Background: an optimization exercise with open tools, aiming at small area. Do not read the settings as production practice. The RTL was checked by simulation tests, not by an equivalence proof against the original design. The clock port is modelled as an ideal driver; clocking choices that lean on that would not hold on a real chip. No activity file was given, so power comes from the tool's default toggle rates.

== run A ==
## pong_node_top
module pong_node_top
#(
    parameter int STEP_BASE     = 6000,
    parameter int PADDLE_H      = 40,
    parameter int SAMPLE_CYCLES = 5000
) (
    input  logic        clk_25MHZ,
    input  logic        reset,
    input  logic        upscale,
    input  logic        game_start,
    input  logic [9:0]  paddle_y,
    input  logic [7:0]  awaddr,
    input  logic        awvalid,
    output logic        awready,
    input  logic [31:0] wdata,
    input  logic [3:0]  wstrb,
    input  logic        wvalid,
    output logic        wready,
    output logic [1:0]  bresp,
    output logic        bvalid,
    input  logic        bready,
    input  logic [7:0]  araddr,
    input  logic        arvalid,
    output logic        arready,
    output logic [31:0] rdata,
    output logic [1:0]  rresp,
    output logic        rvalid,
    input  logic        rready,
    output logic [9:0]  ball_x,
    output logic [9:0]  ball_y,
    output logic        moving_left,
    output logic        moving_right,
    output logic        game_over,
    output logic        you_win,
    output logic        send_pending,
    output logic [7:0]  status_led
);
Size: roughly 670 cells after synthesis, about 150 flip-flops, roughly 150 I/O pins.
Settings: LEC_CHECK=0, CAP_MARGIN=20, CORE_MARGIN=2, CORE_UTILIZATION=40, SLEW_MARGIN=20; clock period 100.0 ns.
standard.sh (not shown) runs the stock make flow with config.mk's settings and CLKGATE_MAP_FILE= SYNTH_SCRIPT=/design/flow/synth_recipe.tcl, a recipe that flattens the netlist after the stock synthesis.
==> flow/flow/run.sh <==
#!/bin/bash
# The standard layout (standard.sh), with two changes to how it is made:
#  - the port buffers that global placement puts on every input and output
#    are the smallest buffer cell rather than the tool's default pick;
#  - clock tree synthesis uses clkbuf_8 and adds no dummy clock loads.
set -euo pipefail
export BUFFER_PORTS_ARGS="-buffer_cell sky130_fd_sc_hd__buf_1"
export SKIP_REPAIR_TIE_FANOUT=1
export CTS_ARGS="-sink_clustering_enable -repair_clock_nets -buf_list sky130_fd_sc_hd__clkbuf_8 -dont_use_dummy_load"
bash standard.sh finish > standard.log 2>&1
Looking at the reports, run A completed the entire flow and the layout it produced met the timing, DRC and antenna checks.
The inputs of run B differ from those of run A as listed below.
==> flow/flow/run.sh <==
#!/bin/bash
# The standard layout (standard.sh), with these changes to how it is made:
#  - the port buffers that global placement puts on every input and output
#    are the smallest buffer cell rather than the tool's default pick;
#  - the constant outputs share the one tie cell synthesis made, instead of
#    one tie cell each;
#  - clock tree synthesis builds its tree of clkbuf_4 without dummy clock
#    loads, and post_cts.tcl then upsizes to clkbuf_8 every clock buffer
#    whose flip-flop clock pins would see a slow edge.
set -euo pipefail
here=$(pwd)
export BUFFER_PORTS_ARGS="-buffer_cell sky130_fd_sc_hd__buf_1"
export SKIP_REPAIR_TIE_FANOUT=1
export CTS_ARGS="-sink_clustering_enable -repair_clock_nets -buf_list sky130_fd_sc_hd__clkbuf_4 -dont_use_dummy_load"
export POST_CTS_TCL="$here/flow/post_cts.tcl"
bash standard.sh finish > standard.log 2>&1
==> flow/flow/post_cts.tcl (new file) <==
# Upsize each clock tree buffer whose flip-flop clock pins would see a slow
# clock edge, so a small buffer is kept only where it is fast enough.
estimate_parasitics -placement
set upsized 0
foreach inst [get_cells -filter "ref_name == sky130_fd_sc_hd__clkbuf_4"] {
  set out [get_pins -of_objects $inst -filter "direction == output"]
  set net [get_nets -of_objects $out]
  set worst 0.0
  foreach pin [get_pins -of_objects $net -filter "direction == input"] {
    set s [get_property $pin slew_max]
    if { $s > $worst } { set worst $s }
  }
  if { $worst > 0.100 } {
    replace_cell $inst sky130_fd_sc_hd__clkbuf_8
    incr upsized
  }
}
puts "post_cts: upsized $upsized clock buffers"
estimate_parasitics -placement
detailed_placement
check_placement -verbose
### Flow results
- Result for run A and run B: all clean
- Diff run A -> run B | net load switching power | decrease of 0.97%
- | global-route usage | run A vs run B | ≈ equal |
- Sequential share of layout area in run B is 0.25 points higher than in run A
- From run A to run B, count of clock-buffer cells in the layout did not move at all.
- Per the comparison of run B with run A, hold slack now larger, net count after synthesis comparable, fraction of power consumed by combinational cells now larger, first-pass GRT wire length now smaller.

-- static timing again, ports no longer ideal --
The results above use ideal ports. As a check the final layouts listed here were re-extracted and re-timed, cells and wires unchanged.
Step 1: set_driving_cell puts a clkbuf_16 on clk_25MHZ and a buf_2 on each other input, an assumption about the parent block.
Step 2 times the ports against the registers' clock, not the clock port: input delays grow and output delays shrink by t, the midpoint of the rising clock arrivals with the driver on.
Slacks: no drivers / after step 1 / after step 2; pairs: no drivers / after step 1.
run	t, ns	setup slack, ns	worst register clock-pin slew, ns	pins driven straight from the clock port
run A	0.472	59.531 / 59.508 / 59.508	0.08 / 0.08	1
run B	0.457	59.531 / 59.508 / 59.508	0.09 / 0.09	1
After both steps every run listed still meets setup and hold.
